This design comes from an exercise in tuning for small area on the open sky130 flow, not from production work.
At most, simulation tests tie the RTL to the original design; equivalence was not proved.
No functional check of the RTL was part of run 7.
No activity file was given, so power comes from the tool's default toggle rates.

==> design.v <==
package conv_pkg;
	typedef logic [$clog2(16)-1:0] col_t;    
	typedef logic [$clog2(12)-1:0] row_t;    
	typedef logic [3*(3 * 8)-1:0] column_t;    
endpackage
`timescale 1ns/1ps
module pixel_counter
(
	input  logic            i_sclk,
	input  logic            i_arst_n,
	input  logic            i_vsync,
	input  logic            i_valid,
	output conv_pkg::col_t  o_col,
	output conv_pkg::row_t  o_row,
	output logic            o_col_on_grid,
	output logic            o_row_on_grid,
	output logic            o_last_pix
);
	localparam int PH_W = $clog2(2 + 1);      
	logic [PH_W-1:0] col_ph;                          
	logic [PH_W-1:0] row_ph;
	logic            col_last;
	logic            row_last;
	assign col_last = (o_col == conv_pkg::col_t'(16 - 1));
	assign row_last = (o_row == conv_pkg::row_t'(12 - 1));
	always_ff @(posedge i_sclk or negedge i_arst_n)
	begin
		if (!i_arst_n)
		begin
			o_col  <= '0;
			o_row  <= '0;
			col_ph <= '0;
			row_ph <= '0;
		end
		else if (i_vsync)                                 
		begin
			o_col  <= '0;
			o_row  <= '0;
			col_ph <= '0;
			row_ph <= '0;
		end
		else if (i_valid)
		begin
			if (col_last)                                 
			begin
				o_col  <= '0;
				col_ph <= '0;
				o_row  <= row_last ? '0 : o_row + 1'b1;
				if (row_last)
					row_ph <= '0;
				else if (o_row >= conv_pkg::row_t'(3 - 1))    
					row_ph <= (row_ph == PH_W'(2 - 1)) ? '0 : row_ph + 1'b1;
			end
			else
			begin
				o_col <= o_col + 1'b1;
				if (o_col >= conv_pkg::col_t'(3 - 1))
					col_ph <= (col_ph == PH_W'(2 - 1)) ? '0 : col_ph + 1'b1;
			end
		end
	end
	assign o_col_on_grid = (o_col >= conv_pkg::col_t'(3 - 1)) && (col_ph == '0);
	assign o_row_on_grid = (o_row >= conv_pkg::row_t'(3 - 1)) && (row_ph == '0);
	assign o_last_pix    = col_last && row_last;
endmodule
`timescale 1ns/1ps
module frame_fsm
(
	input  logic            i_sclk,
	input  logic            i_arst_n,
	input  logic            i_vsync,
	input  logic            i_valid,
	input  conv_pkg::col_t  i_col,
	input  conv_pkg::row_t  i_row,
	input  logic            i_col_on_grid,
	input  logic            i_row_on_grid,
	input  logic            i_last_pix,
	output logic            o_pix_we,
	output conv_pkg::col_t  o_wr_col,
	output logic            o_emit,
	output logic            o_row_first,
	output logic            o_frame_first
);
	localparam logic [1:0] S_IDLE = 2'd0;             
	localparam logic [1:0] S_FILL = 2'd1;             
	localparam logic [1:0] S_RUN  = 2'd2;             
	localparam logic [1:0] S_DONE = 2'd3;             
	logic [1:0] state;
	logic       first_pend;                           
	logic       fill_end;
	assign fill_end = i_valid && (i_col == conv_pkg::col_t'(16 - 1)) &&
		(i_row == conv_pkg::row_t'(3 - 2));
	always_ff @(posedge i_sclk or negedge i_arst_n)
	begin
		if (!i_arst_n)
		begin
			state      <= S_IDLE;
			first_pend <= 1'b0;
		end
		else if (i_vsync)                                 
		begin
			state      <= S_FILL;
			first_pend <= 1'b1;
		end
		else
		begin
			if (o_emit)
				first_pend <= 1'b0;
			case (state)
				S_FILL:
					if (fill_end)
						state <= S_RUN;
				S_RUN:
					if (i_valid && i_last_pix)
						state <= S_DONE;
				default:
					state <= state;                       
			endcase
		end
	end
	assign o_pix_we      = i_valid;                  
	assign o_wr_col      = i_col;
	assign o_emit        = (state == S_RUN) && i_valid && !i_vsync && i_col_on_grid && i_row_on_grid;    
	assign o_row_first   = o_emit && (i_col == conv_pkg::col_t'(3 - 1));
	assign o_frame_first = o_emit && first_pend;
endmodule
`timescale 1ns/1ps
module line_buffer
(
	input  logic               i_sclk,
	input  logic               i_arst_n,
	input  logic [(3 * 8)-1:0]  i_tdata,
	input  logic               i_pix_we,
	input  conv_pkg::col_t     i_wr_col,
	output conv_pkg::column_t  o_column
);
	logic [(3 * 8)-1:0] mem [(3-1)*16];
	always_ff @(posedge i_sclk)
	begin
		if (i_pix_we)
		begin
			for (int j = 0; j < 3 - 2; j++)
				mem[j*16 + i_wr_col] <= mem[(j+1)*16 + i_wr_col];    
			mem[(3-2)*16 + i_wr_col] <= i_tdata;    
		end
	end
	always_ff @(posedge i_sclk or negedge i_arst_n)
	begin
		if (!i_arst_n)
			o_column <= '0;
		else if (i_pix_we)
		begin
			for (int j = 0; j < 3 - 1; j++)
				o_column[j*(3 * 8) +: (3 * 8)] <= mem[j*16 + i_wr_col];         
			o_column[(3-1)*(3 * 8) +: (3 * 8)] <= i_tdata;
		end
	end
endmodule
`timescale 1ns/1ps
module window_shift
(
	input  logic                                          i_sclk,
	input  logic                                          i_arst_n,
	input  conv_pkg::column_t                             i_column,
	input  logic                                          i_pix_we,
	input  logic                                          i_emit,
	input  logic                                          i_row_first,
	input  logic                                          i_frame_first,
	output logic                                          o_valid,
	output logic                                          o_hsync,
	output logic                                          o_vsync,
	output logic [3*3*(3 * 8)-1:0]     o_tdata
);
	localparam int NE = 3 * 3;    
	logic                   pix_we_d;                 
	logic                   emit_d;
	logic                   row_first_d;
	logic                   frame_first_d;
	localparam int COL_W = 3 * (3 * 8);      
	logic [(3-1)*COL_W-1:0] col_q;          
	logic [3*COL_W-1:0]     win_col;        
	logic [NE*8-1:0]    plane_r;
	logic [NE*8-1:0]    plane_g;
	logic [NE*8-1:0]    plane_b;
	always_ff @(posedge i_sclk or negedge i_arst_n)
	begin
		if (!i_arst_n)
		begin
			pix_we_d      <= 1'b0;
			emit_d        <= 1'b0;
			row_first_d   <= 1'b0;
			frame_first_d <= 1'b0;
		end
		else
		begin
			pix_we_d      <= i_pix_we;                 
			emit_d        <= i_emit;
			row_first_d   <= i_row_first;
			frame_first_d <= i_frame_first;
		end
	end
	always_ff @(posedge i_sclk)
	begin
		if (pix_we_d)
		begin
			for (int c = 0; c < 3 - 2; c++)
				col_q[c*COL_W +: COL_W] <= col_q[(c+1)*COL_W +: COL_W];    
			col_q[(3-2)*COL_W +: COL_W] <= i_column;
		end
	end
	always_comb
	begin
		win_col[0 +: (3-1)*COL_W]           = col_q;
		win_col[(3-1)*COL_W +: COL_W]       = i_column;              
	end
	always_comb
	begin
		for (int r = 0; r < 3; r++)
		begin
			for (int c = 0; c < 3; c++)
			begin
				plane_r[(NE-1-(r*3+c))*8 +: 8] = win_col[c*COL_W + r*(3 * 8) + 2*8 +: 8];
				plane_g[(NE-1-(r*3+c))*8 +: 8] = win_col[c*COL_W + r*(3 * 8) + 8 +: 8];
				plane_b[(NE-1-(r*3+c))*8 +: 8] = win_col[c*COL_W + r*(3 * 8) +: 8];
			end
		end
	end
	always_ff @(posedge i_sclk or negedge i_arst_n)
	begin
		if (!i_arst_n)
		begin
			o_valid <= 1'b0;
			o_hsync <= 1'b0;
			o_vsync <= 1'b0;
		end
		else
		begin
			o_valid <= emit_d;
			o_hsync <= row_first_d;                       
			o_vsync <= frame_first_d;
		end
	end
	always_ff @(posedge i_sclk)
	begin
		if (emit_d)
			o_tdata <= {plane_r, plane_g, plane_b};       
	end
endmodule
`timescale 1ns/1ps
module conv_window_top
(
	input  logic                                          i_sclk,
	input  logic                                          i_arst_n,
	input  logic                                          i_vsync,
	input  logic                                          i_valid,
	input  logic [(3 * 8)-1:0]                             i_tdata,
	output logic                                          o_vsync,
	output logic                                          o_hsync,
	output logic                                          o_valid,
	output logic [3*3*(3 * 8)-1:0]     o_tdata
);
	conv_pkg::col_t     col;                          
	conv_pkg::row_t     row;
	logic               col_on_grid;
	logic               row_on_grid;
	logic               last_pix;
	conv_pkg::column_t  column;                       
	logic               pix_we;                       
	conv_pkg::col_t     wr_col;
	logic               emit;
	logic               row_first;
	logic               frame_first;
	pixel_counter pixel_counter_i
	(
		.i_sclk        (i_sclk),
		.i_arst_n      (i_arst_n),
		.i_vsync       (i_vsync),
		.i_valid       (i_valid),
		.o_col         (col),
		.o_row         (row),
		.o_col_on_grid (col_on_grid),
		.o_row_on_grid (row_on_grid),
		.o_last_pix    (last_pix)
	);
	frame_fsm frame_fsm_i
	(
		.i_sclk        (i_sclk),
		.i_arst_n      (i_arst_n),
		.i_vsync       (i_vsync),
		.i_valid       (i_valid),
		.i_col         (col),
		.i_row         (row),
		.i_col_on_grid (col_on_grid),
		.i_row_on_grid (row_on_grid),
		.i_last_pix    (last_pix),
		.o_pix_we      (pix_we),
		.o_wr_col      (wr_col),
		.o_emit        (emit),
		.o_row_first   (row_first),
		.o_frame_first (frame_first)
	);
	line_buffer line_buffer_i
	(
		.i_sclk        (i_sclk),
		.i_arst_n      (i_arst_n),
		.i_tdata       (i_tdata),                     
		.i_pix_we      (pix_we),
		.i_wr_col      (wr_col),
		.o_column      (column)
	);
	window_shift window_shift_i
	(
		.i_sclk        (i_sclk),
		.i_arst_n      (i_arst_n),
		.i_column      (column),
		.i_pix_we      (pix_we),
		.i_emit        (emit),
		.i_row_first   (row_first),
		.i_frame_first (frame_first),
		.o_valid       (o_valid),
		.o_hsync       (o_hsync),
		.o_vsync       (o_vsync),
		.o_tdata       (o_tdata)
	);
endmodule
==> run.sh <==
#!/bin/bash
# synth_recipe.tcl (not shown) runs the flow's synth.tcl, then flattens the netlist and writes it again
# the make line also repeats each setting of config.mk as NAME=value (left out here)
make -C /OpenROAD-flow-scripts/flow DESIGN_CONFIG=/design/flow/config.mk WORK_HOME=/design/flow/orfs CLKGATE_MAP_FILE= SYNTH_SCRIPT=/design/flow/synth_recipe.tcl finish
==> config.mk <==
export PLATFORM = sky130hd
export DESIGN_NAME = conv_window_top
export DESIGN_NICKNAME = conv_window_top
export VERILOG_FILES = /design/flow/design.v
export SDC_FILE = /design/flow/constraint.sdc
export NUM_CORES = 4
export LEC_CHECK = 0
export CAP_MARGIN = 20
export CORE_MARGIN = 2
export CORE_UTILIZATION = 40
export SLEW_MARGIN = 20
==> constraint.sdc <==
create_clock -name core_clock -period 4.0 [get_ports {i_sclk}]
set_input_delay 0.8000 -clock core_clock [delete_from_list [all_inputs] [get_ports {i_sclk}]]
set_output_delay 0.8000 -clock core_clock [all_outputs]
set_load 0.01 [all_outputs]
==> reports/metrics.cfg, run 1 <==
[cts]
cts.hold.buffers_added = 0
post_cts_resized = 0
cts_setup_buffers = 0
clk_pin_slew_ns = 0.06
cts_tree = done
cts_root_buf = clkbuf_16
clockBufferDepth = 3
clk_latency_ns = 0.72
cts_made_buffers = 121
h-tree-depth = 3
clock-sinks = 1222

[synth]
syn_area_per_cell_sq_um = 21.3
seq_area_frac_synth_pct = 83.1
synth_nets = 2086
yosys_warnings = 4
synth_ff_type = edfxtp_1
synth_cells = 2051
synthArstFlopShare_pct = 7.69
ys_ff_latch = 1222
ys_types = 49
synth-edff-count = 1128
netlist_area_sq_mm = 0.0436

[hold_path]
min_path_type = input port to async pin

[global_routing]
grt_start_max_net_pins = 92
first_global_vias = 21100
grt_overflow = 0
antenna_found_initial = 7
grt_pass1_wl_mm = 144
grt_util_all_layers_pct = 17.7

[sta]
period_share_pct = 81.2
worstMarginPinSlew_ns = 1.05
fmax_mhz = 308
hold_ws_ns = 0.120
slew_headroom_pct = 29.9
period_needed_ns = 3.25
hold_viol = 0
worst_slack_ns = 0.751
setup-tns-final_ns = 0
slew_violations = 0
finClkSkew_ns = 0.0429
rsz0062_at_grt = false
finalSetupViolCount = 0

[power_and_ir_drop]
combPwrFrac_pct = 5.0
p_leak_nw = 17.1
switching_share_pct = 21.1
power.share.clock_pct = 40.8
switchingPower_mw = 5.82
irDropWorstVdd_mv = 0.328
p_per_area_mw_per_mm2 = 526
power_frac_seq_pct = 54.1
p_int_mw = 21.8

[critical_path]
endpoint_kind = flop
rr_startpoint = pixel_counter_i.o_col[0]
path_max_fanout = 49
worst_ep_arrival_time_ns = 3.61
ff2ff_setup_slack_ns = 0.75
required_ns = 4.37
start_kind = flop
path_class = flop to flop
reg2reg_depth = 5
timing.rr.end = line_buffer_i.mem[7][23]

[finish]
nNetsFinal = 2439
layout_commonest_cell = edfxtp_1
fillers = 8752
syn2layout_area_growth_pct = 20.2
most-common-layout-cells = edfxtp_1, mux2i_1, clkdlybuf4s50_1, o22ai_1, clkbuf_16
antenna_cells = 0
drive_gt1_share_pct = 16.6
final_core_util_pct = 48.3

[detailed_routing]
vias = 20900
wl_met2_mm = 48.5
ant_nets = 0
drtPass1Iterations = 7
maxUsedRoutingLayer = met4
drc = 0
avgRoutedWirePerCell_um = 25.3
wl_met3_mm = 6.11
drt-met1-wl_mm = 42.6
routed_wl_mm = 99.1
drt_iter0_drc = 1732
avgViaCountPerCell = 5.32

[floorplan]
io_pins = 247
rows = 121
core-area_sq_mm = 0.109
die_y_um = 334
start_util_pct = 40.2
die-area_sq_mm = 0.112
die_x_um = 334

[placed_design]
post-place-ws_ns = 0.794
place_congestion = 0.734
hpwlAfterDp_mm = 54.5
io_buffers = 246

[run_status]
status = finished clean

[run]
cap_viol_max_count = 0

-- area by class of cell --
cell class / instances / area [sq um] / share of cell area (%)
clock buffer: 171 / 3380 / 6.44
clock inverter: 57 / 633 / 1.21
sequential: 1222 / 36200 / 69.1
tap: 1414 / 1770 / 3.37
timing repair buffer: 325 / 3450 / 6.57
inverter: 7 / 26.3 / 0.0501
multi-input combinational: 727 / 6930 / 13.2
-- registers in the layout, summed over array words and instances, names as in the netlist --
register,flops
line_buffer_i.mem,768
window_shift_i.o_tdata,216
window_shift_i.col_q,144
line_buffer_i.o_column,72
pixel_counter_i.o_col,4
pixel_counter_i.o_row,4
frame_fsm_i.state,2
pixel_counter_i.col_ph,2
pixel_counter_i.row_ph,2
frame_fsm_i.first_pend,1
window_shift_i.emit_d,1
window_shift_i.frame_first_d,1
window_shift_i.o_hsync,1
window_shift_i.o_valid,1
window_shift_i.o_vsync,1
window_shift_i.pix_we_d,1
window_shift_i.row_first_d,1
-- critical path, stage by stage (launching register included) --
cell and delay [ns]:
dfrtp_4 1.09, buf_4 0.49, mux4_2 0.29, mux2_2 0.15, nor2_1 0.04, a21oi_1 0.81
-- Yosys cell counts (15+ instances only) --
cell type | n | area, sq um
edfxtp_1 | 1128 | 33900
buf_2 | 27 | 135
a22oi_1 | 23 | 173
dfrtp_1 | 94 | 2350
a31oi_1 | 17 | 106
or4_4 | 22 | 248
o22ai_1 | 127 | 795
nand2_1 | 15 | 56.3
mux2i_1 | 268 | 2680
a21oi_1 | 23 | 115
mux4_2 | 59 | 1330
clkbuf_1 | 24 | 90.1
nor2_1 | 58 | 218
mux2_2 | 48 | 541
buf_4 | 25 | 188
-- routing by layer --
layer | track usage (%) | vias up
li1 | - | 9075
met1 | 24.6 | 10900
met2 | 29.4 | 749
met3 | 2.68 | 130
met4 | 4.77 | 0
met5 | 0 | -
-- stage by stage --
step	power, mW	std cells	cell area, sq um
2_1_floorplan	16.0	2051	43600
3_3_place_gp	16.5	3695	48400
5_1_grt	28.6	3923	52400
6_report	27.6	3923	52400
4_1_cts	27.9	3923	52400
3_5_place_dp	16.6	3695	48400
-- worst max path at each step --
stage,start,endpoint,slack (ns),cells after the start
2_1_floorplan,i_valid,line_buffer_i.mem[10][0],-0.37,5
3_3_place_gp,pixel_counter_i.o_col[0],line_buffer_i.mem[12][23],0.89,5
3_5_place_dp,pixel_counter_i.o_col[0],line_buffer_i.mem[13][23],0.79,5
4_1_cts,pixel_counter_i.o_col[0],line_buffer_i.mem[7][23],0.76,5
5_1_grt,pixel_counter_i.o_col[0],line_buffer_i.mem[7][23],0.56,5
6_report,pixel_counter_i.o_col[0],line_buffer_i.mem[7][23],0.75,5
-- power groups by stage --
| stage | clock network, mW | logic (mW) | registers, mW |
|---|---|---|---|
| final | 11.3 | 1.39 | 14.9 |
| after global routing | 12.1 | 1.51 | 15.0 |
| after CTS | 11.5 | 1.41 | 15.0 |
| after detailed placement | 0 | 1.40 | 15.2 |
| after global placement | 0 | 1.35 | 15.2 |
| after floorplan | 0 | 0.954 | 15.0 |
-- logic make-up after synthesis --
| logic type | after synthesis | synth area share [%] |
|---|---|---|
| adders and majority gates | 7 | 0.201 |
| AOI/OAI and AO/OA | 212 | 3.12 |
| muxes | 376 | 10.5 |
| and+or+nand+nor | 130 | 1.75 |
| DFF | 1222 | 83.1 |
| xor gates and xnor gates | 2 | 0.0402 |
| buffers and inverters | 102 | 1.34 |
==> run 2, diff against run 1 <==
==> design.v (replaced) <==
package conv_pkg;
	typedef logic [$clog2(16)-1:0] col_t;    
	typedef logic [$clog2(12)-1:0] row_t;    
	typedef logic [3*(3 * 8)-1:0] column_t;    
endpackage
`timescale 1ns/1ps
module conv_window_top
(
	input  logic                                          i_sclk,
	input  logic                                          i_arst_n,
	input  logic                                          i_vsync,
	input  logic                                          i_valid,
	input  logic [(3 * 8)-1:0]                             i_tdata,
	output logic                                          o_vsync,
	output logic                                          o_hsync,
	output logic                                          o_valid,
	output logic [3*3*(3 * 8)-1:0]     o_tdata
);
	localparam int K       = 3;
	localparam int ROW_LEN = 16 - 1;                  
	localparam int CHAIN   = (K-1)*ROW_LEN + K;           
	localparam int NE      = K * K;
	localparam int CW      = $clog2(16);
	localparam int RW      = $clog2(12 + 1);
	logic [CW-1:0]          col;                          
	logic [RW-1:0]          row;
	logic                   active;                       
	logic                   first_pend;                   
	logic                   accept;
	logic                   emit;
	logic [(3 * 8)-1:0]      pix_d;                        
	logic                   shift;                        
	logic                   emit_d;
	logic                   row_first_d;
	logic                   frame_first_d;
	logic [CHAIN*(3 * 8)-1:0] chain;                      
	assign accept = i_valid && !i_vsync;
	assign emit   = accept && active && !row[0] && (row >= RW'(K-1)) && (row < RW'(12)) &&
		!col[0] && (col >= CW'(K-1));
	always_ff @(posedge i_sclk or negedge i_arst_n)
	begin
		if (!i_arst_n)
		begin
			col        <= '0;
			row        <= '0;
			active     <= 1'b0;
			first_pend <= 1'b0;
		end
		else if (i_vsync)
		begin
			col        <= '0;
			row        <= '0;
			active     <= 1'b1;
			first_pend <= 1'b1;
		end
		else
		begin
			if (i_valid)
			begin
				col <= col + 1'b1;                        
				if (col == CW'(16 - 1))
				begin
					row <= row + 1'b1;
					if (row == RW'(12 - 1))
						active <= 1'b0;                   
				end
			end
			if (emit)
				first_pend <= 1'b0;
		end
	end
	always_ff @(posedge i_sclk or negedge i_arst_n)
	begin
		if (!i_arst_n)
		begin
			emit_d        <= 1'b0;
			row_first_d   <= 1'b0;
			frame_first_d <= 1'b0;
			o_valid       <= 1'b0;
			o_hsync       <= 1'b0;
			o_vsync       <= 1'b0;
		end
		else
		begin
			emit_d        <= emit;
			row_first_d   <= emit && (col == CW'(K-1));
			frame_first_d <= emit && first_pend;
			o_valid       <= emit_d;
			o_hsync       <= row_first_d;
			o_vsync       <= frame_first_d;
		end
	end
	always_ff @(posedge i_sclk)
	begin
		pix_d <= i_tdata;
		shift <= i_valid && (col != CW'(16 - 1));
	end
	always_ff @(posedge i_sclk)
	begin
		if (shift)
		begin
			chain <= {chain[(CHAIN-1)*(3 * 8)-1:0], pix_d};
		end
	end
	always_comb
	begin
		for (int rr = 0; rr < K; rr++)
			for (int cc = 0; cc < K; cc++)
			begin
				o_tdata[2*NE*8 + (NE-1-(rr*K+cc))*8 +: 8] = chain[((K-1-rr)*ROW_LEN + (K-1-cc))*(3 * 8) + 2*8 +: 8];
				o_tdata[  NE*8 + (NE-1-(rr*K+cc))*8 +: 8] = chain[((K-1-rr)*ROW_LEN + (K-1-cc))*(3 * 8) + 8 +: 8];
				o_tdata[            (NE-1-(rr*K+cc))*8 +: 8] = chain[((K-1-rr)*ROW_LEN + (K-1-cc))*(3 * 8) + 0 +: 8];
			end
	end
endmodule
--- a/config.mk
+++ b/config.mk
@@ -7,5 +7,6 @@
 export LEC_CHECK = 0
 export CAP_MARGIN = 20
 export CORE_MARGIN = 2
-export CORE_UTILIZATION = 40
+export CORE_UTILIZATION = 60
+export CTS_BUF_LIST = sky130_fd_sc_hd__clkbuf_4
 export SLEW_MARGIN = 20
==> run 2 against run 1 <==
  * Register-to-register slack better by 1.3 ns
  * Non-clock buffer count fell by 65
  * Fmax increased by 19%
  * Sequential share of layout area rose by 11 points
  * Power decreased by 37%
  * Highest routed layer unchanged
  * Synthesized area shrank 39%
  * Worst setup slack improved by 0.52 ns
  * Combinational power shrank 63%
  * Cell count decreased by 47%
  * Still clean on timing, DRC and antenna
==> reports/metrics.cfg, run 2 <==
[floorplan]
die-area_sq_mm = 0.0461  ; -59%
core-area_sq_mm = 0.0440  ; -59%
start_util_pct = 60.5  ; +20 points
die_y_um = 215  ; -36%
die_x_um = 215  ; -36%
rows = 77  ; -36%
io_pins = 247  ; unchanged

[finish]
nNetsFinal = 1376  ; -44%
finalNonFillerCells = 2081  ; -47%
fillers = 2762  ; -68%
layout_commonest_cell = edfxtp_1
drive_gt1_share_pct = 22.8  ; +6.2 points
most-common-layout-cells = edfxtp_1, clkbuf_4, clkdlybuf4s50_1, dfxtp_1, clkinv_1
fin_area_sq_mm = 0.0310  ; -41%
regMostFlops = chain
largest_reg_flops = 792  ; +3.1%
top_regs = chain x792, pix_d x24
syn2layout_area_growth_pct = 16.3

[synth]
yosys_warnings = 1  ; -3
synthTopCellsByCount = edfxtp_1, buf_4, dfxtp_1, dfrtp_1, nor2_1
ys_types = 27  ; -45%
seq_area_frac_synth_pct = 92.7  ; +9.6 points
synthArstFlopShare_pct = 1.92  ; -5.8 points
yosysMostFrequentCell = edfxtp_1
yosysTopAreaCellShare_pct = 89.3  ; +12 points
synth_ff_type = edfxtp_1
synth_area_leaders = edfxtp_1, buf_4, dfxtp_1
synth_nets = 1133  ; -46%
yosysTopAreaCell = edfxtp_1
synth-edff-count = 792  ; -30%
ys_ff_latch = 833  ; -32%
netlist_area_sq_mm = 0.0266  ; -39%
syn_area_per_cell_sq_um = 24.2  ; +14%
synth_cells = 1101  ; -46%

[hold_path]
min_path_type = input port to async pin

[run]
cap_viol_max_count = 0  ; unchanged

[detailed_routing]
drc = 0  ; unchanged
drt_iter0_drc = 730  ; -58%
avgViaCountPerCell = 4.70  ; -12%
avgRoutedWirePerCell_um = 15.0  ; -41%
ant_nets = 0  ; unchanged
drtPass1Iterations = 6  ; -1
vias = 9790  ; -53%
routed_wl_mm = 31.2  ; -68%

[critical_path]
required_ns = 3.20  ; -1.17 ns
worstPathCellList = clkdlybuf4s50_1
slowest_stage = clkdlybuf4s50_1
path_max_fanout = 2  ; -96%
worst_ep_arrival_time_ns = 1.93  ; -1.68 ns
cpPeakStageDelay_ns = 0.57  ; -0.52 ns
path_class = flop to primary output
endpoint_kind = primary output
worst_path_dominant_cell_family = buffers and inverters
start_kind = flop
path_buf_inv = 1  ; unchanged

[sta]
period_share_pct = 68.2  ; -13 points
fmax_mhz = 366  ; +19%
worstMarginPinSlew_ns = 0.962  ; -0.0898 ns
finClkSkew_ns = 0.0328  ; -0.0101 ns
hold_viol = 0  ; unchanged
finalSetupViolCount = 0  ; unchanged
slew_headroom_pct = 35.9  ; +6.0 points
setup-tns-final_ns = 0  ; unchanged
hold_ws_ns = 0.275  ; +0.155 ns
slew_violations = 0  ; unchanged
rsz0062_at_grt = false
period_needed_ns = 2.73  ; -0.520 ns

[cts]
h-tree-depth = 4  ; +1
cts_setup_buffers = 0  ; unchanged
post_cts_resized = 0  ; unchanged
cts_made_buffers = 199  ; +64%
clk_latency_ns = 0.96  ; +0.24 ns
clock-sinks = 833  ; -32%
cts_root_buf = clkbuf_4
cts.hold.buffers_added = 0  ; unchanged
clk_pin_slew_ns = 0.07  ; about the same
cts_tree = done
clockBufferDepth = 3  ; unchanged

[global_routing]
grt_overflow = 0  ; unchanged
grt_start_max_net_pins = 90  ; -2.2%
grt_pass1_wl_mm = 50.0  ; -65%
antenna_found_initial = 1  ; -6
grt_util_all_layers_pct = 14.1  ; -3.6 points
first_global_vias = 10000  ; -52%

[placed_design]
hpwlAfterDp_mm = 16.0  ; -71%
io_buffers = 246  ; unchanged
dp_cells = 1735  ; -53%
post_dp_cell_area_sq_mm = 0.0284  ; -41%
place_congestion = 0.768  ; +4.6%

[power_and_ir_drop]
fin_total_pwr_mw = 17.5  ; -37%
irDropWorstVdd_mv = 0.309  ; -5.5%
p_per_area_mw_per_mm2 = 565  ; +7.4%
p_leak_nw = 10.9  ; -36%

[run_status]
status = finished clean

## run 2: routing by layer
metal / wire length, um / vias to the layer above / GRT usage [%]
li1: - / 4620 / -
met5: 0 / - / 0
met1: 13200 / 4806 / 17.0
met2: 14800 / 291 / 20.4
met4: 1060 / 0 / 8.98
met3: 2130 / 73 / 7.12
## run 2: kinds of logic after synthesis
logic type,count (synthesis),synth area share (%)
adders and majority gates,4,0.188
AOI/OAI and AO/OA,10,0.207
and+or+nand+nor,28,0.592
buffers and inverters,222,6.18
DFF,833,92.7
xor gates and xnor gates,4,0.132
## run 2: report_power, final
group	internal, mW	switching (mW)
logic	0.249	0.271
registers	10.1	0.158
clock network	3.73	3.01
## run 2: metrics by stage
stage	worst slack, ns	utilization, %
after detailed placement	1.65	64.5
final	1.27	70.3
after CTS	1.09	70.3
after global routing	1.09	70.3
after global placement	1.72	64.5
after floorplan	-2.13	-
## run 2: cell type report
type,count,area [sq um],area share (%)
Antenna cell,4,10.0,0.0323
Clock inverter,33,231,0.747
Timing Repair Buffer,260,2670,8.61
Clock buffer,309,2320,7.49
Sequential cell,833,24700,79.7
Tap cell,592,741,2.39
Inverter,4,15.0,0.0485
Multi-Input combinational cell,46,298,0.962
## run 2: final timing paths
kind | start | endpoint | slack, ns | cells after the start
worst min-delay path | i_arst_n | row[3] | 0.27 | 1
min in group core_clock | i_tdata[20] | pix_d[20] | 0.29 | 1
worst min register to register | row_first_d | o_hsync | 0.35 | 0
max in group asynchronous | i_arst_n | col[1] | 3.28 | 1
worst max-delay path | chain[413] | o_tdata[45] | 1.27 | 1
worst max register to register | shift | chain[52] | 2.05 | 1
==> run 3, diff against run 2 <==
--- a/config.mk
+++ b/config.mk
@@ -8,5 +8,5 @@
 export CAP_MARGIN = 20
 export CORE_MARGIN = 2
 export CORE_UTILIZATION = 60
-export CTS_BUF_LIST = sky130_fd_sc_hd__clkbuf_4
+export CTS_BUF_LIST = sky130_fd_sc_hd__clkbuf_8
 export SLEW_MARGIN = 20
==> run 3 against run 2 <==
  * Sequential share of layout area up 0.62 points
  * Clock-buffer cell count is 164 lower
  * Largest power group unchanged
  * Global-route usage down 0.27 points
  * Critical path depth is the same
  * Design area decreased by 0.78%
  * Core utilization down 0.55 points
  * First-iteration DRC count is 4.1% higher
  * Register-to-register slack about the same
  * Synthesized cell count unchanged
==> reports/metrics.cfg, run 3 <==
[run_status]
status = finished clean

[detailed_routing]
drt_iter0_drc = 760  ; +4.1%
avgViaCountPerCell = 4.78  ; +1.6%
vias = 9363  ; -4.4%
routed_wl_mm = 30.8  ; -1.4%
drc = 0  ; unchanged
wl_met2_mm = 14.5  ; -2.4%
maxUsedRoutingLayer = met4
ant_nets = 0  ; unchanged
drtPass1Iterations = 4  ; -2
wl_met3_mm = 2.34  ; +9.7%
drt-met1-wl_mm = 13.0  ; -1.6%
avgRoutedWirePerCell_um = 15.7  ; +4.8%

[critical_path]
start_kind = flop
worst_path_dominant_cell_family = buffers and inverters
required_ns = 3.20  ; about the same
endpoint_kind = primary output
path_buf_inv = 1  ; unchanged
slowest_stage = clkdlybuf4s50_1
path_max_fanout = 2  ; unchanged
cpPeakStageDelay_ns = 0.62  ; +0.05 ns
path_class = flop to primary output
worst_ep_arrival_time_ns = 1.71  ; -0.22 ns
worstPathCellList = clkdlybuf4s50_1

[synth]
netlist_area_sq_mm = 0.0266  ; unchanged
synth_nets = 1133  ; unchanged
yosys_warnings = 1  ; unchanged
synth_area_leaders = edfxtp_1, buf_4, dfxtp_1
synth_cells = 1101  ; unchanged
ys_ff_latch = 833  ; unchanged
synth-edff-count = 792  ; unchanged
synth_ff_type = edfxtp_1
ys_types = 27  ; unchanged
yosysTopAreaCellShare_pct = 89.3  ; unchanged
yosysTopAreaCell = edfxtp_1
seq_area_frac_synth_pct = 92.7  ; unchanged
synthTopCellsByCount = edfxtp_1, buf_4, dfxtp_1, dfrtp_1, nor2_1
synthArstFlopShare_pct = 1.92  ; unchanged
syn_area_per_cell_sq_um = 24.2  ; unchanged
yosysMostFrequentCell = edfxtp_1

[sta]
period_needed_ns = 2.51  ; -0.223 ns
slew_headroom_pct = 36.5  ; +0.60 points
setup-tns-final_ns = 0  ; unchanged
rsz0062_at_grt = false
finClkSkew_ns = 0.0187  ; -0.0140 ns
slew_violations = 0  ; unchanged
worstMarginPinSlew_ns = 0.953  ; -0.00906 ns
period_share_pct = 62.6  ; -5.6 points
hold_viol = 0  ; unchanged
fmax_mhz = 399  ; +8.9%
finalSetupViolCount = 0  ; unchanged

[cts]
cts_setup_buffers = 0  ; unchanged
cts_tree = done
cts_root_buf = clkbuf_8
clockBufferDepth = 3  ; unchanged
post_cts_resized = 0  ; unchanged
clock-sinks = 833  ; unchanged
clk_pin_slew_ns = 0.06  ; about the same
cts.hold.buffers_added = 0  ; unchanged
h-tree-depth = 4  ; unchanged
clk_latency_ns = 0.74  ; -0.22 ns
cts_made_buffers = 133  ; -33%

[global_routing]
grt_start_max_net_pins = 90  ; unchanged
grt_pass1_wl_mm = 49.0  ; -2.0%
grt_util_all_layers_pct = 13.9  ; -0.27 points
first_global_vias = 9494  ; -5.3%
antenna_found_initial = 0  ; -1
grt_overflow = 0  ; unchanged

[floorplan]
die_y_um = 215  ; unchanged
start_util_pct = 60.5  ; unchanged
rows = 77  ; unchanged
die-area_sq_mm = 0.0461  ; unchanged
io_pins = 247  ; unchanged
core-area_sq_mm = 0.0440  ; unchanged
die_x_um = 215  ; unchanged

[finish]
most-common-layout-cells = edfxtp_1, clkdlybuf4s50_1, clkbuf_8, inv_1
top_regs = chain x792, pix_d x24
largest_reg_flops = 792  ; unchanged
syn2layout_area_growth_pct = 15.4
nNetsFinal = 1310  ; -4.8%
antenna_cells = 0  ; -4
layout_commonest_cell = edfxtp_1
final_core_util_pct = 69.8  ; -0.55 points
regMostFlops = chain
drive_gt1_share_pct = 12.2  ; -11 points
finalNonFillerCells = 1958  ; -5.9%
fin_area_sq_mm = 0.0307  ; -0.78%

[placed_design]
place_congestion = 0.768  ; unchanged
dp_cells = 1735  ; unchanged
hpwlAfterDp_mm = 16.0  ; unchanged
post_dp_cell_area_sq_mm = 0.0284  ; unchanged
io_buffers = 246  ; unchanged

[hold_path]
min_path_type = flop to flop

[power_and_ir_drop]
p_leak_nw = 10.7  ; -1.6%
irDropWorstVdd_mv = 0.400  ; +29%
p_per_area_mw_per_mm2 = 556  ; -1.7%
fin_total_pwr_mw = 17.1  ; -2.5%

[run]
cap_viol_max_count = 0  ; unchanged

[run 3: cell types whose count changed in the layout (fill, tap and decap cells not counted), sizes merged]
cell / delta
clkbuf: -164
inv: +45
diode: -4
bufinv: -3
clkinv: +2
clkinvlp: +1
[run 3: worst paths after layout]
check / cells after the start / slack, ns / end / start
worst max-delay path: 1 / 1.49 / o_tdata[98] / chain[370]
worst min-delay path: 0 / 0.35 / o_hsync / row_first_d
worst max register to register: 1 / 2.05 / chain[42] / shift
worst min register to register: 0 / 0.35 / o_hsync / row_first_d
max in group asynchronous: 1 / 3.06 / active / i_arst_n
min in group asynchronous: 1 / 0.49 / row[3] / i_arst_n
[run 3: metrics by stage]
| stage | setup slack (ns) | hold slack (ns) |
|---|---|---|
| detailed placement | 1.65 | 0.337 |
| floorplan | -2.13 | 0.331 |
| global route | 1.38 | 0.357 |
| finish | 1.49 | 0.347 |
| CTS | 1.38 | 0.350 |
| global placement | 1.72 | 0.333 |
[run 3: per-layer routing]
layer,track usage (%),up-vias
met5,0,-
met4,8.45,0
met3,6.40,67
met2,20.1,271
met1,17.2,4663
li1,-,4362
[run 3: kinds of logic after synthesis]
family          share of synthesized area (%)
simple gates                            0.592
flops                                    92.7
fa+ha+maj                               0.188
xor+xnor                                0.132
buf+inv                                  6.18
compound gates                          0.207
[run 3: area by class of cell]
cell class | count | area (sq um)
flip-flops and latches | 833 | 24700
fillers | 2769 | 13300
repair buffers | 260 | 2670
clock buffers | 145 | 2000
well taps | 592 | 741
clock inverters | 78 | 325
multi-input cells | 46 | 298
inverters | 4 | 15.0
[run 3: power by group]
| group | total [mW] | leakage, nW | switching, mW | internal, mW |
|---|---|---|---|---|
| Sequential | 10.3 | 8.17 | 0.157 | 10.1 |
| Combinational | 0.520 | 1.20 | 0.271 | 0.249 |
| Clock | 6.30 | 1.37 | 2.95 | 3.35 |
| Total | 17.1 | 10.7 | 3.38 | 13.7 |
==> run 4, diff against run 3 <==
--- a/config.mk
+++ b/config.mk
@@ -7,6 +7,5 @@
 export LEC_CHECK = 0
 export CAP_MARGIN = 20
 export CORE_MARGIN = 2
-export CORE_UTILIZATION = 60
-export CTS_BUF_LIST = sky130_fd_sc_hd__clkbuf_8
+export CORE_UTILIZATION = 40
 export SLEW_MARGIN = 20
==> run 4 against run 3 <==
  * Fmax increased by 2.7%
  * Largest power group unchanged
  * Sequential share of layout area decreased by 2.3 points
  * Hold slack better by 0.0017 ns
  * Synthesized area unchanged
  * Core utilization shrank 22 points
  * Global-route usage down 4.9 points
  * Via count is 1.8% lower
  * Sequential power about the same
==> reports/metrics.cfg, run 4 <==
[power_and_ir_drop]
irDropWorstVdd_mv = 0.404  ; +1.0%
fin_total_pwr_mw = 18.7  ; +9.5%
p_per_area_mw_per_mm2 = 591  ; +6.3%
p_leak_nw = 10.8  ; +0.42%

[synth]
yosysMostFrequentCell = edfxtp_1
synth-edff-count = 792  ; unchanged
yosysTopAreaCell = edfxtp_1
ys_types = 27  ; unchanged
netlist_area_sq_mm = 0.0266  ; unchanged
syn_area_per_cell_sq_um = 24.2  ; unchanged
seq_area_frac_synth_pct = 92.7  ; unchanged
synth_ff_type = edfxtp_1
yosys_warnings = 1  ; unchanged
synth_cells = 1101  ; unchanged
synth_area_leaders = edfxtp_1, buf_4, dfxtp_1
yosysTopAreaCellShare_pct = 89.3  ; unchanged
synthArstFlopShare_pct = 1.92  ; unchanged
synthTopCellsByCount = edfxtp_1, buf_4, dfxtp_1, dfrtp_1, nor2_1
ys_ff_latch = 833  ; unchanged
synth_nets = 1133  ; unchanged

[sta]
finalSetupViolCount = 0  ; unchanged
period_share_pct = 61.0  ; -1.6 points
hold_viol = 0  ; unchanged
slew_violations = 0  ; unchanged
finClkSkew_ns = 0.0162  ; -0.00254 ns
worstMarginPinSlew_ns = 0.839  ; -0.114 ns
fmax_mhz = 410  ; +2.7%
worst_slack_ns = 1.56  ; +0.0660 ns
slew_headroom_pct = 44.1  ; +7.6 points
period_needed_ns = 2.44  ; -0.0660 ns
rsz0062_at_grt = false

[floorplan]
core-area_sq_mm = 0.0659  ; +50%
rows = 94  ; +22%
io_pins = 247  ; unchanged
die-area_sq_mm = 0.0686  ; +49%
start_util_pct = 40.4  ; -20 points
die_y_um = 262  ; +22%
die_x_um = 262  ; +22%

[cts]
cts_root_buf = clkbuf_16
clk_latency_ns = 0.61  ; -0.13 ns
clockBufferDepth = 3  ; unchanged
clk_pin_slew_ns = 0.06  ; about the same
post_cts_resized = 0  ; unchanged
cts.hold.buffers_added = 0  ; unchanged
clock-sinks = 833  ; unchanged
cts_setup_buffers = 0  ; unchanged
cts_tree = done
h-tree-depth = 3  ; -1
cts_made_buffers = 85  ; -36%

[placed_design]
post-place-ws_ns = 1.66  ; +0.00439 ns
hpwlAfterDp_mm = 16.3  ; +2.1%
dp_cells = 2010  ; +16%
place_congestion = 0.654  ; -15%
io_buffers = 246  ; unchanged

[finish]
layout_commonest_cell = edfxtp_1
most-common-layout-cells = edfxtp_1, clkdlybuf4s50_1, clkbuf_16, dfxtp_1, dfrtp_1
regMostFlops = chain
regArea_sq_mm = 0.0247  ; unchanged
antenna_cells = 0  ; unchanged
largest_reg_flops = 792  ; unchanged
fillers = 5325  ; +92%
finalNonFillerCells = 2168  ; +11%
top_regs = chain x792, pix_d x24
multiInputGateArea_sq_um = 298  ; unchanged
syn2layout_area_growth_pct = 18.9
nNetsFinal = 1265  ; -3.4%
drive_gt1_share_pct = 11.5  ; -0.72 points

[hold_path]
min_path_type = flop to flop

[detailed_routing]
avgViaCountPerCell = 4.24  ; -11%
drc = 0  ; unchanged
ant_nets = 0  ; unchanged
drtPass1Iterations = 4  ; unchanged
drt_iter0_drc = 795  ; +4.6%
avgRoutedWirePerCell_um = 14.3  ; -9.0%
routed_wl_mm = 31.1  ; +0.78%
vias = 9193  ; -1.8%

[global_routing]
grt_busiest_layer = met2
grt_pass1_wl_mm = 48.1  ; -1.8%
first_global_vias = 9192  ; -3.2%
use_met1_pct = 10.9  ; -6.3 points
grt_util_all_layers_pct = 8.92  ; -4.9 points
antenna_found_initial = 0  ; unchanged
use_met3_pct = 4.20  ; -2.2 points
grt_start_max_net_pins = 98  ; +8.9%
use_met2_pct = 13.2  ; -6.8 points
grt_overflow = 0  ; unchanged

[critical_path]
required_ns = 3.20  ; about the same
endpoint_kind = primary output
worstPathCellList = clkdlybuf4s50_1
path_class = flop to primary output
path_buf_inv = 1  ; unchanged
path_max_fanout = 2  ; unchanged
worst_path_dominant_cell_family = buffers and inverters
worst_ep_arrival_time_ns = 1.64  ; -0.07 ns
start_kind = flop
slowest_stage = clkdlybuf4s50_1
cpPeakStageDelay_ns = 0.57  ; -0.05 ns

[run]
cap_viol_max_count = 0  ; unchanged

[run_status]
status = finished clean

## run 4: cell count changes in the layout (fill, tap and decap cells not counted), moves of 8 or more
cell,previous run,this run
inv_1,54,4
clkbuf_1,0,14
clkinv_1,24,15
clkbuf_8,145,7
clkbuf_16,0,87
bufinv_16,1,9
clkinv_2,2,11
## run 4: per-layer routing
metal	up-vias	share of wire, %	routed length (um)
li1	4274	-	-
met4	0	3.3	1040
met2	275	46	14200
met3	74	9.2	2860
met5	-	0	0
met1	4570	42	13000
## run 4: logic make-up after synthesis
logic type / count (synthesis) / share of synthesized area, %
compound gates: 10 / 0.207
xor+xnor: 4 / 0.132
fa+ha+maj: 4 / 0.188
buf+inv: 222 / 6.18
flops: 833 / 92.7
simple gates: 28 / 0.592
## run 4: layout make-up
class / count / area share [%]
sequential: 833 / 78.0
timing repair buffer: 263 / 8.50
clock buffer: 108 / 7.35
tap: 864 / 3.42
clock inverter: 50 / 1.74
multi-input combinational: 46 / 0.941
inverter: 4 / 0.0474
## run 4: through the flow
step | area, sq um | setup TNS, ns | hold WS, ns | util [%]
floorplan | 26600 | -1689.57 | 0.331 | -
global placement | 28800 | 0 | 0.338 | 43.7
detailed placement | 28800 | 0 | 0.338 | 43.7
CTS | 31600 | 0 | 0.354 | 48.0
global route | 31600 | 0 | 0.357 | 48.0
finish | 31600 | 0 | 0.349 | 48.0
## run 4: worst paths after layout
kind / slack, ns / depth (start not counted) / endpoint / from
worst min register to register: 0.35 / 0 / o_vsync / frame_first_d
max in group asynchronous: 2.96 / 1 / frame_first_d / i_arst_n
worst max register to register: 2.15 / 1 / chain[733] / shift
worst max-delay path: 1.56 / 1 / o_tdata[177] / chain[401]
worst min-delay path: 0.35 / 0 / o_vsync / frame_first_d
min in group asynchronous: 0.60 / 1 / col[3] / i_arst_n
## run 4: power breakdown
group / internal [mW] / leakage [nW] / switching, mW
logic: 0.251 / 1.21 / 0.272
clock network: 4.74 / 1.40 / 3.18
registers: 10.1 / 8.17 / 0.157
==> run 5, diff against run 4 <==
--- a/config.mk
+++ b/config.mk
@@ -7,5 +7,8 @@
 export LEC_CHECK = 0
 export CAP_MARGIN = 20
 export CORE_MARGIN = 2
-export CORE_UTILIZATION = 40
+export CORE_UTILIZATION = 65
+export CTS_BUF_LIST = sky130_fd_sc_hd__clkbuf_8
+export CTS_CLUSTER_DIAMETER = 60
+export CTS_CLUSTER_SIZE = 16
 export SLEW_MARGIN = 20
==> run 5 against run 4 <==
  * Largest power group unchanged
  * Synthesized area unchanged
  * Clock-buffer cell count decreased by 47
  * Clock power is 52% lower
  * Largest cell class unchanged
  * Sequential share of layout area rose by 6.3 points
  * Sequential power barely moved
==> reports/metrics.cfg, run 5 <==
[synth]
yosysMostFrequentCell = edfxtp_1
netlist_area_sq_mm = 0.0266  ; unchanged
yosysTopAreaCellShare_pct = 89.3  ; unchanged
ys_ff_latch = 833  ; unchanged
yosys_warnings = 1  ; unchanged
synth_nets = 1133  ; unchanged
synth-edff-count = 792  ; unchanged
synth_fa_ha_area_share_pct = 0.188  ; unchanged
synth_cells = 1101  ; unchanged
synth_simple_gate_area_share_pct = 0.592  ; unchanged
synth_top_family_by_area = buffers and inverters
ys_types = 27  ; unchanged
synthMuxAreaShare_pct = 0  ; unchanged
synthTopCellsByCount = edfxtp_1, buf_4, dfxtp_1, dfrtp_1, nor2_1
synth_compound_area_share_pct = 0.207  ; unchanged
synthArstFlopShare_pct = 1.92  ; unchanged
yosysTopAreaCell = edfxtp_1
synthXorXnorAreaFrac_pct = 0.132  ; unchanged
synth_area_leaders = edfxtp_1, buf_4, dfxtp_1
syn_area_per_cell_sq_um = 24.2  ; unchanged
seq_area_frac_synth_pct = 92.7  ; unchanged
synth_ff_type = edfxtp_1

[floorplan]
die_y_um = 206  ; -21%
die-area_sq_mm = 0.0426  ; -38%
die_x_um = 206  ; -21%
core-area_sq_mm = 0.0406  ; -38%
io_pins = 247  ; unchanged
rows = 74  ; -21%
start_util_pct = 65.5  ; +25 points

[power_and_ir_drop]
p_leak_nw = 9.94  ; -7.8%
switching_share_pct = 19.4  ; +0.095 points
switchingPower_mw = 2.82  ; -22%
combPwrFrac_pct = 3.6  ; +0.8 points
p_per_area_mw_per_mm2 = 497  ; -16%
p_int_mw = 11.7  ; -22%
power.share.clock_pct = 26.0  ; -16 points
irDropWorstVdd_mv = 0.325  ; -20%
power_frac_seq_pct = 70.4  ; +16 points

[detailed_routing]
drtPass1Iterations = 6  ; +2
avgViaCountPerCell = 5.04  ; +19%
ant_nets = 0  ; unchanged
drc = 0  ; unchanged
routed_wl_mm = 29.7  ; -4.5%
avgRoutedWirePerCell_um = 16.8  ; +17%
vias = 8892  ; -3.3%
drt_iter0_drc = 710  ; -11%

[critical_path]
worst_ep_arrival_time_ns = 1.65  ; about the same
worstPathCellList = clkdlybuf4s50_1
worst_path_dominant_cell_family = buffers and inverters
path_class = flop to primary output
endpoint_kind = primary output
required_ns = 3.20  ; about the same
cpPeakStageDelay_ns = 0.58  ; about the same
slowest_stage = clkdlybuf4s50_1
path_buf_inv = 1  ; unchanged
path_max_fanout = 2  ; unchanged
start_kind = flop

[sta]
worstMarginPinSlew_ns = 0.746  ; -0.0925 ns
slew_violations = 0  ; unchanged
finClkSkew_ns = 0.0206  ; +0.00438 ns
hold_viol = 0  ; unchanged
rsz0062_at_grt = false
setup-tns-final_ns = 0  ; unchanged
period_needed_ns = 2.45  ; +0.00854 ns
worst_slack_ns = 1.55  ; -0.00854 ns
fmax_mhz = 408  ; -0.35%
period_share_pct = 61.2  ; +0.21 points
slew_headroom_pct = 50.3  ; +6.2 points
hold_ws_ns = 0.354  ; +0.00548 ns
finalSetupViolCount = 0  ; unchanged

[global_routing]
antenna_found_initial = 0  ; unchanged
first_global_vias = 8514  ; -7.4%
use_met2_pct = 20.8  ; +7.5 points
grt_start_max_net_pins = 125  ; +28%
grt_util_all_layers_pct = 13.8  ; +4.9 points
grt_overflow = 0  ; unchanged
use_met1_pct = 19.6  ; +8.6 points
use_met3_pct = 4.51  ; +0.31 points
grt_busiest_layer = met2
grt_pass1_wl_mm = 45.1  ; -6.1%

[cts]
clk_latency_ns = 0.66  ; +0.05 ns
cts_tree = done
clock-sinks = 833  ; unchanged
cts_setup_buffers = 0  ; unchanged
cts_made_buffers = 58  ; -32%
post_cts_resized = 0  ; unchanged
cts.hold.buffers_added = 0  ; unchanged
clk_pin_slew_ns = 0.09  ; +0.03 ns
h-tree-depth = 2  ; -1
clockBufferDepth = 3  ; unchanged
cts_root_buf = clkbuf_8

[finish]
antenna_cells = 0  ; unchanged
layout_commonest_cell = edfxtp_1
drive_gt1_share_pct = 6.89  ; -4.6 points
nNetsFinal = 1238  ; -2.1%
largest_reg_flops = 792  ; unchanged
most-common-layout-cells = edfxtp_1, clkdlybuf4s50_1, clkbuf_8, inv_1, dfxtp_1
syn2layout_area_growth_pct = 9.94
top_regs = chain x792, pix_d x24
final_core_util_pct = 72.0  ; +24 points
regMostFlops = chain
finalNonFillerCells = 1765  ; -19%

[placed_design]
dp_cells = 1678  ; -17%
post-place-ws_ns = 1.67  ; +0.0161 ns
io_buffers = 246  ; unchanged
hpwlAfterDp_mm = 16.4  ; +0.34%
place_congestion = 0.718  ; +9.8%

[run_status]
status = finished clean

[run]
cap_viol_max_count = 0  ; unchanged

[hold_path]
min_path_type = flop to flop

[run 5: changes by cell type in the layout (fill, tap and decap cells not counted), sizes merged]
| cell | before | now |
|---|---|---|
| clkinv | 31 | 3 |
| clkinvlp | 4 | 1 |
| inv | 10 | 26 |
| bufinv | 9 | 0 |
| clkbuf | 108 | 61 |
[run 5: kinds of logic after synthesis]
logic type / after synthesis
fa+ha+maj: 4
compound gates: 10
simple gates: 28
xor+xnor: 4
flops: 833
buf+inv: 222
[run 5: path summary, 6_finish.rpt]
kind / slack, ns / cells after the start / start / end
worst max-delay path: 1.55 / 1 / chain[381] / o_tdata[173]
worst min-delay path: 0.35 / 0 / emit_d / o_valid
worst max register to register: 2.03 / 1 / shift / chain[417]
worst min register to register: 0.35 / 0 / emit_d / o_valid
max in group asynchronous: 2.98 / 1 / i_arst_n / o_hsync
min in group asynchronous: 0.56 / 1 / i_arst_n / row[3]
[run 5: power groups by stage]
stage / clock network [mW] / registers, mW / logic (mW)
final: 3.78 / 10.2 / 0.520
after global routing: 4.30 / 10.3 / 0.558
after CTS: 3.97 / 10.3 / 0.529
after detailed placement: 0 / 10.4 / 0.528
after global placement: 0 / 10.4 / 0.520
after floorplan: 0 / 10.6 / 0.252
[run 5: cell type report]
class	instances	area, sq um
inverter	4	15.0
clock buffer	61	840
sequential	833	24700
timing repair buffer	263	2670
multi-input combinational	46	298
fill	2351	11400
tap	532	666
clock inverter	26	104
[run 5: metrics by stage]
stage               power [mW]  instance area (sq um)
floorplan                 10.8                  26600
global placement          10.9                  28300
detailed placement        11.0                  28300
CTS                       14.8                  29300
global route              15.2                  29300
finish                    14.5                  29300
[run 5: layer usage]
| metal | vias up | share of wire, % |
|---|---|---|
| met5 | - | 0 |
| met3 | 47 | 6.1 |
| met1 | 4486 | 44 |
| li1 | 4150 | - |
| met4 | 0 | 2.0 |
| met2 | 209 | 48 |
==> run 6, diff against run 5 <==
==> flow/run.sh (new file) <==
#!/bin/bash
# Standard ORFS layout with two changes:
#  - port buffers use the smallest buffer cell
#  - CTS: clkbuf_8 only, larger sink clusters, no dummy loads
set -euo pipefail
cat >> config.mk <<'CFG'
export BUFFER_PORTS_ARGS = -buffer_cell sky130_fd_sc_hd__buf_1
export CTS_ARGS = -sink_clustering_enable -repair_clock_nets -dont_use_dummy_load -buf_list sky130_fd_sc_hd__clkbuf_8 -sink_clustering_size 16 -sink_clustering_max_diameter 60
CFG
bash standard.sh > standard.log 2>&1
==> standard.sh (new file) <==
#!/bin/bash
# synth_recipe.tcl (not shown) runs the flow's synth.tcl, then flattens the netlist and writes it again
# the make line also repeats each setting of config.mk as NAME=value (left out here)
make -C /OpenROAD-flow-scripts/flow DESIGN_CONFIG=/design/flow/config.mk WORK_HOME=/design/flow/orfs CLKGATE_MAP_FILE= SYNTH_SCRIPT=/design/flow/synth_recipe.tcl "${@:-finish}"
--- a/config.mk
+++ b/config.mk
@@ -8,7 +8,6 @@
 export CAP_MARGIN = 20
 export CORE_MARGIN = 2
 export CORE_UTILIZATION = 65
-export CTS_BUF_LIST = sky130_fd_sc_hd__clkbuf_8
-export CTS_CLUSTER_DIAMETER = 60
-export CTS_CLUSTER_SIZE = 16
 export SLEW_MARGIN = 20
+export BUFFER_PORTS_ARGS = -buffer_cell sky130_fd_sc_hd__buf_1
+export CTS_ARGS = -sink_clustering_enable -repair_clock_nets -dont_use_dummy_load -buf_list sky130_fd_sc_hd__clkbuf_8 -sink_clustering_size 16 -sink_clustering_max_diameter 60
removed: run.sh
==> run 6 against run 5 <==
  * Still clean
  * Critical path depth unchanged
  * Via count fell by 0.84%
  * Global-route usage is 0.89 points lower
  * Power is 2.7% lower
  * Synthesized area did not move
  * Clock skew grew 0.032 ns
  * Worst setup slack better by 0.34 ns
  * Critical path type unchanged
  * Largest cell class unchanged
==> reports/metrics.cfg, run 6 <==
[synth]
yosysTopAreaCell = edfxtp_1
yosysTopAreaCellShare_pct = 89.3  ; unchanged
synth-edff-count = 792  ; unchanged
synthTopCellsByCount = edfxtp_1, buf_4, dfxtp_1, dfrtp_1, nor2_1
ys_types = 27  ; unchanged
yosysMostFrequentCell = edfxtp_1
synth_area_leaders = edfxtp_1, buf_4, dfxtp_1
synth_ff_type = edfxtp_1
syn_area_per_cell_sq_um = 24.2  ; unchanged
synthArstFlopShare_pct = 1.92  ; unchanged
seq_area_frac_synth_pct = 92.7  ; unchanged
yosys_warnings = 1  ; unchanged
ys_ff_latch = 833  ; unchanged
synth_nets = 1133  ; unchanged
netlist_area_sq_mm = 0.0266  ; unchanged
synth_cells = 1101  ; unchanged

[detailed_routing]
avgRoutedWirePerCell_um = 16.5  ; -1.9%
drt-met1-wl_mm = 12.3  ; -5.3%
drt_iter0_drc = 794  ; +12%
drtPass1Iterations = 6  ; unchanged
maxUsedRoutingLayer = met4
wl_met2_mm = 13.6  ; -4.4%
vias = 8817  ; -0.84%
wl_met3_mm = 1.65  ; -9.0%
drc = 0  ; unchanged
avgViaCountPerCell = 5.10  ; +1.2%
routed_wl_mm = 28.5  ; -3.9%
ant_nets = 0  ; unchanged

[finish]
final_core_util_pct = 67.7  ; -4.3 points
top_regs = chain x792, pix_d x24
nNetsFinal = 1232  ; -0.48%
most-common-layout-cells = edfxtp_1, buf_1, clkbuf_8, dfxtp_1, dfrtp_1
largest_reg_flops = 792  ; unchanged
syn2layout_area_growth_pct = 3.40
antenna_cells = 0  ; unchanged
drive_gt1_share_pct = 6.09  ; -0.80 points
regMostFlops = chain
layout_commonest_cell = edfxtp_1

[global_routing]
grt_start_max_net_pins = 121  ; -3.2%
antenna_found_initial = 0  ; unchanged
first_global_vias = 8164  ; -4.1%
grt_util_all_layers_pct = 12.9  ; -0.89 points
grt_overflow = 0  ; unchanged
grt_pass1_wl_mm = 42.2  ; -6.5%

[placed_design]
io_buffers = 246  ; unchanged
post-place-ws_ns = 1.97  ; +0.300 ns
place_congestion = 0.737  ; +2.8%
hpwlAfterDp_mm = 15.7  ; -3.9%

[floorplan]
die_x_um = 206  ; unchanged
rows = 74  ; unchanged
die_y_um = 206  ; unchanged
start_util_pct = 65.5  ; unchanged
core-area_sq_mm = 0.0406  ; unchanged
die-area_sq_mm = 0.0426  ; unchanged
io_pins = 247  ; unchanged

[critical_path]
worst_path_dominant_cell_family = flip-flops
start_kind = flop
path_buf_inv = 1  ; unchanged
ff2ff_setup_slack_ns = 1.99  ; -0.04 ns
required_ns = 3.20  ; about the same
path_max_fanout = 2  ; unchanged
slowest_stage = edfxtp_1
cpPeakStageDelay_ns = 0.49  ; -0.09 ns
endpoint_kind = primary output
worstPathCellList = buf_1
worst_ep_arrival_time_ns = 1.31  ; -0.34 ns
path_class = flop to primary output

[power_and_ir_drop]
p_leak_nw = 9.09  ; -8.6%
irDropWorstVdd_mv = 0.360  ; +11%
p_per_area_mw_per_mm2 = 514  ; +3.5%

[cts]
h-tree-depth = 2  ; unchanged
clock-sinks = 833  ; unchanged
clockBufferDepth = 3  ; unchanged
cts.hold.buffers_added = 0  ; unchanged
cts_tree = done
cts_made_buffers = 58  ; unchanged
cts_root_buf = clkbuf_8
post_cts_resized = 0  ; unchanged
clk_latency_ns = 0.65  ; about the same
cts_setup_buffers = 0  ; unchanged
clk_pin_slew_ns = 0.09  ; about the same

[sta]
rsz0062_at_grt = false
slew_headroom_pct = 41.0  ; -9.3 points
fmax_mhz = 474  ; +16%
worstMarginPinSlew_ns = 0.886  ; +0.140 ns
period_share_pct = 52.7  ; -8.5 points
hold_viol = 0  ; unchanged
finalSetupViolCount = 0  ; unchanged
period_needed_ns = 2.11  ; -0.341 ns
worst_slack_ns = 1.89  ; +0.341 ns
slew_violations = 0  ; unchanged
finClkSkew_ns = 0.0526  ; +0.0320 ns

[run_status]
status = finished clean

[run]
cap_viol_max_count = 0  ; unchanged

[hold_path]
min_path_type = input port to flop

-- run 6: metal layers --
layer | GRT usage (%) | vias to the layer above
li1 | - | 4111
met1 | 17.9 | 4426
met2 | 19.4 | 217
met3 | 3.55 | 63
met4 | 6.20 | 0
met5 | 0 | -
-- run 6: final timing paths --
kind,startpoint,end,cells after the start
min in group asynchronous,i_arst_n,row[0],1
hold reg to reg,emit_d,o_valid,0
max in group asynchronous,i_arst_n,col[1],1
setup reg to reg,shift,chain[27],1
hold / removal,i_tdata[20],pix_d[20],1
setup / recovery,chain[391],o_tdata[39],1
-- run 6: cell families after synthesis --
logic type,count (synthesis),share of synthesized area [%]
buffers and inverters,222,6.18
adders and majority gates,4,0.188
and+or+nand+nor,28,0.592
AOI/OAI and AO/OA,10,0.207
DFF,833,92.7
xor gates and xnor gates,4,0.132
-- run 6: metrics by stage --
| stage | cell area, sq um | TNS, ns | std cells | hold slack, ns | total power [mW] |
|---|---|---|---|---|---|
| floorplan | 26600 | -1689.57 | 1101 | 0.331 | 10.8 |
| global placement | 26700 | 0 | 1672 | 0.334 | 10.8 |
| detailed placement | 26700 | 0 | 1672 | 0.336 | 10.8 |
| CTS | 27500 | 0 | 1730 | 0.170 | 14.4 |
| global route | 27500 | 0 | 1730 | 0.180 | 14.7 |
| finish | 27500 | 0 | 1730 | 0.253 | 14.2 |
-- run 6: cell type report --
class | instances | area [sq um]
Tap cell | 532 | 666
Clock buffer | 58 | 798
Sequential cell | 833 | 24700
Timing Repair Buffer | 257 | 1070
Fill cell | 2597 | 13100
Multi-Input combinational cell | 46 | 298
Inverter | 4 | 15.0
-- run 6: report_power, final --
group          switching, mW  internal, mW
registers              0.162          10.1
clock network           2.28          1.30
logic                  0.262        0.0719
total                   2.70          11.5
==> run 7, diff against run 6 <==
--- a/design.v
+++ b/design.v
@@ -23,10 +23,8 @@
 	localparam int CW      = $clog2(16);
 	localparam int RW      = $clog2(12 + 1);
 	logic [CW-1:0]          col;                          
-	logic [RW-1:0]          row;
-	logic                   active;                       
+	logic [RW-1:0]          row;                          
 	logic                   first_pend;                   
-	logic                   accept;
 	logic                   emit;
 	logic [(3 * 8)-1:0]      pix_d;                        
 	logic                   shift;                        
@@ -34,37 +32,28 @@
 	logic                   row_first_d;
 	logic                   frame_first_d;
 	logic [CHAIN*(3 * 8)-1:0] chain;                      
-	assign accept = i_valid && !i_vsync;
-	assign emit   = accept && active && !row[0] && (row >= RW'(K-1)) && (row < RW'(12)) &&
+	assign emit = i_valid && !i_vsync && !row[0] && (row >= RW'(K-1)) && (row < RW'(12)) &&
 		!col[0] && (col >= CW'(K-1));
 	always_ff @(posedge i_sclk or negedge i_arst_n)
 	begin
 		if (!i_arst_n)
+			row <= RW'(12);
+		else if (i_vsync)
+			row <= '0;
+		else if (i_valid && (col == CW'(16 - 1)) && (row != RW'(12)))
+			row <= row + 1'b1;
+	end
+	always_ff @(posedge i_sclk)
+	begin
+		if (i_vsync)
 		begin
 			col        <= '0;
-			row        <= '0;
-			active     <= 1'b0;
-			first_pend <= 1'b0;
-		end
-		else if (i_vsync)
-		begin
-			col        <= '0;
-			row        <= '0;
-			active     <= 1'b1;
 			first_pend <= 1'b1;
 		end
 		else
 		begin
 			if (i_valid)
-			begin
 				col <= col + 1'b1;                        
-				if (col == CW'(16 - 1))
-				begin
-					row <= row + 1'b1;
-					if (row == RW'(12 - 1))
-						active <= 1'b0;                   
-				end
-			end
 			if (emit)
 				first_pend <= 1'b0;
 		end
==> flow/run.sh (replaced) <==
#!/bin/bash
# Standard ORFS layout with two changes:
#  - port buffers use the smallest buffer cell
#  - CTS: clkbuf_8 only, larger sink clusters, no dummy loads
set -euo pipefail
cat >> config.mk <<'CFG'
export BUFFER_PORTS_ARGS = -buffer_cell sky130_fd_sc_hd__buf_1
export CTS_ARGS = -sink_clustering_enable -repair_clock_nets -dont_use_dummy_load -buf_list sky130_fd_sc_hd__clkbuf_8 -sink_clustering_size 20 -sink_clustering_max_diameter 60
CFG
bash standard.sh > standard.log 2>&1
--- a/config.mk
+++ b/config.mk
@@ -10,4 +10,4 @@
 export CORE_UTILIZATION = 65
 export SLEW_MARGIN = 20
 export BUFFER_PORTS_ARGS = -buffer_cell sky130_fd_sc_hd__buf_1
-export CTS_ARGS = -sink_clustering_enable -repair_clock_nets -dont_use_dummy_load -buf_list sky130_fd_sc_hd__clkbuf_8 -sink_clustering_size 16 -sink_clustering_max_diameter 60
+export CTS_ARGS = -sink_clustering_enable -repair_clock_nets -dont_use_dummy_load -buf_list sky130_fd_sc_hd__clkbuf_8 -sink_clustering_size 20 -sink_clustering_max_diameter 60
==> run 7 against run 6 <==
  * Design area fell by 0.43%
  * Sequential power barely moved
  * Non-clock buffer count rose by 4
  * Via count fell by 0.60%
  * Critical path type unchanged
  * Hold slack got worse by 0.14 ns
  * First-iteration DRC count fell by 18%
  * Global-route usage fell by 0.059 points
  * Flip-flop and latch count fell by 1
  * Fmax rose by 2.0%
  * Still clean on timing, DRC and antenna
  * Clock skew fell by 0.0075 ns
==> reports/metrics.cfg, run 7 <==
[detailed_routing]
avgRoutedWirePerCell_um = 16.4  ; -0.63%
drc = 0  ; unchanged
avgViaCountPerCell = 5.10  ; about the same
drtPass1Iterations = 4  ; -2

[synth]
synthXorXnorAreaFrac_pct = 0.0989  ; -0.033 points
ys_ff_latch = 832  ; -0.12%
synth-edff-count = 792  ; unchanged
syn_area_per_cell_sq_um = 24.2  ; +0.26%
yosysTopAreaCell = edfxtp_1
netlist_area_sq_mm = 0.0266  ; -0.20%
synth_ff_type = edfxtp_1
synthArstFlopShare_pct = 1.20  ; -0.72 points
seq_area_frac_synth_pct = 92.7  ; about the same
ys_types = 31  ; +15%
synth_simple_gate_area_share_pct = 0.527  ; -0.065 points
synth_area_leaders = edfxtp_1, buf_4, dfxtp_1
synth_nets = 1128  ; -0.44%
synth_cells = 1096  ; -0.45%
synthTopCellsByCount = edfxtp_1, buf_4, dfxtp_1, dfrtp_1, nor2_1
yosys_warnings = 1  ; unchanged
yosysTopAreaCellShare_pct = 89.5  ; +0.18 points

[sta]
finalSetupViolCount = 0  ; unchanged
period_share_pct = 51.7  ; -1.0 points
hold_viol = 0  ; unchanged
worstMarginPinSlew_ns = 1.05  ; +0.160 ns
setup-tns-final_ns = 0  ; unchanged
finClkSkew_ns = 0.0451  ; -0.00750 ns
fmax_mhz = 484  ; +2.0%
hold_ws_ns = 0.112  ; -0.141 ns

[global_routing]
grt_overflow = 0  ; unchanged
use_met3_pct = 3.47  ; -0.079 points
grt_util_all_layers_pct = 12.8  ; -0.059 points
grt_pass1_wl_mm = 42.2  ; about the same
use_met1_pct = 17.9  ; +0.055 points
grt_busiest_layer = met2

[cts]
cts_made_buffers = 49  ; -16%
post_cts_resized = 0  ; unchanged
clock-sinks = 832  ; -0.12%
cts_tree = done
h-tree-depth = 2  ; unchanged
clk_latency_ns = 0.64  ; about the same
cts.hold.buffers_added = 0  ; unchanged
clockBufferDepth = 3  ; unchanged
cts_root_buf = clkbuf_8

[finish]
final_core_util_pct = 67.6  ; -0.14 points
drive_gt1_share_pct = 5.90  ; -0.20 points
regMostFlops = chain
top_regs = chain x792, pix_d x24
antenna_cells = 0  ; unchanged
nNetsFinal = 1221  ; -0.89%
most-common-layout-cells = edfxtp_1, buf_1, clkbuf_8, dfxtp_1
syn2layout_area_growth_pct = 3.16

[floorplan]
die-area_sq_mm = 0.0425  ; -0.19%
rows = 74  ; unchanged
io_pins = 247  ; unchanged
die_x_um = 206  ; about the same

[critical_path]
start_kind = flop
path_buf_inv = 1  ; unchanged
worstPathCellList = buf_1
path_max_fanout = 2  ; unchanged
cpPeakStageDelay_ns = 0.39  ; -0.10 ns
rr_startpoint = shift
path_class = flop to primary output
worst_ep_arrival_time_ns = 1.27  ; -0.04 ns
endpoint_kind = primary output

[placed_design]
io_buffers = 246  ; unchanged
place_congestion = 0.739  ; +0.27%

[run]
cap_viol_max_count = 0  ; unchanged

[power_and_ir_drop]
irDropWorstVdd_mv = 0.377  ; +4.5%
p_leak_nw = 8.98  ; -1.2%

[run_status]
status = finished clean

==> run 7: cell count changes after synthesis, moves of 2 or more <==
| cell | before | now |
|---|---|---|
| and3_1 | 2 | 0 |
| dfstp_2 | 0 | 2 |
| dfxtp_1 | 25 | 30 |
| a21oi_1 | 6 | 2 |
| nor2_1 | 11 | 8 |
| dfrtp_1 | 16 | 8 |
==> run 7: through the flow <==
step / instances / total power [mW] / area, sq um
2_1_floorplan: 1096 / 10.8 / 26600
3_3_place_gp: 1670 / 10.8 / 26700
3_5_place_dp: 1670 / 10.8 / 26700
4_1_cts: 1719 / 14.1 / 27400
5_1_grt: 1719 / 14.5 / 27400
6_report: 1719 / 13.9 / 27400
==> run 7: cell families (layout without fill, tap and decap cells) <==
| group | Yosys count | count (layout) |
|---|---|---|
| adder cells (fa/ha/maj) | 4 | 4 |
| flip-flops | 832 | 832 |
| XOR/XNOR | 3 | 3 |
| AO/OA/AOI/OAI | 10 | 10 |
| AND/OR/NAND/NOR | 24 | 24 |
| buffers and inverters | 223 | 314 |
==> run 7: per-layer routing <==
layer	share of wire [%]	routed length [um]	vias up
met5	0	0	-
met4	3.4	956	0
met3	6.1	1720	60
met2	47	13100	218
met1	44	12400	4388
li1	-	-	4098
==> run 7: cell type report <==
class | count | area [sq um]
sequential | 832 | 24600
inverter | 4 | 15.0
tap | 532 | 666
fill | 2566 | 13100
timing repair buffer | 261 | 1140
clock buffer | 49 | 674
multi-input combinational | 41 | 283
==> run 7: path summary, 6_finish.rpt <==
check | to | slack [ns] | cells past startpoint
min reg2reg | o_vsync | 0.36 | 0
min in group core_clock | pix_d[11] | 0.24 | 1
max reg2reg | chain[483] | 2.04 | 1
max | o_tdata[184] | 1.93 | 1
min | row_first_d | 0.11 | 1
max in group asynchronous | row[2] | 3.53 | 1
==> run 7: power by group <==
| group | switching (mW) | total [mW] | internal [mW] | leakage [nW] |
|---|---|---|---|---|
| logic | 0.256 | 0.336 | 0.0793 | 0.496 |
| clock network | 2.24 | 3.34 | 1.11 | 0.352 |
| registers | 0.165 | 10.2 | 10.1 | 8.14 |

Check on run 7: ideal ports give 1.934 ns setup slack; a clkbuf_16 on the clock port and buf_2 on the inputs give 1.885 ns; moving port delays by the midpoint clock arrival (0.667 ns) as well gives 1.778 ns.
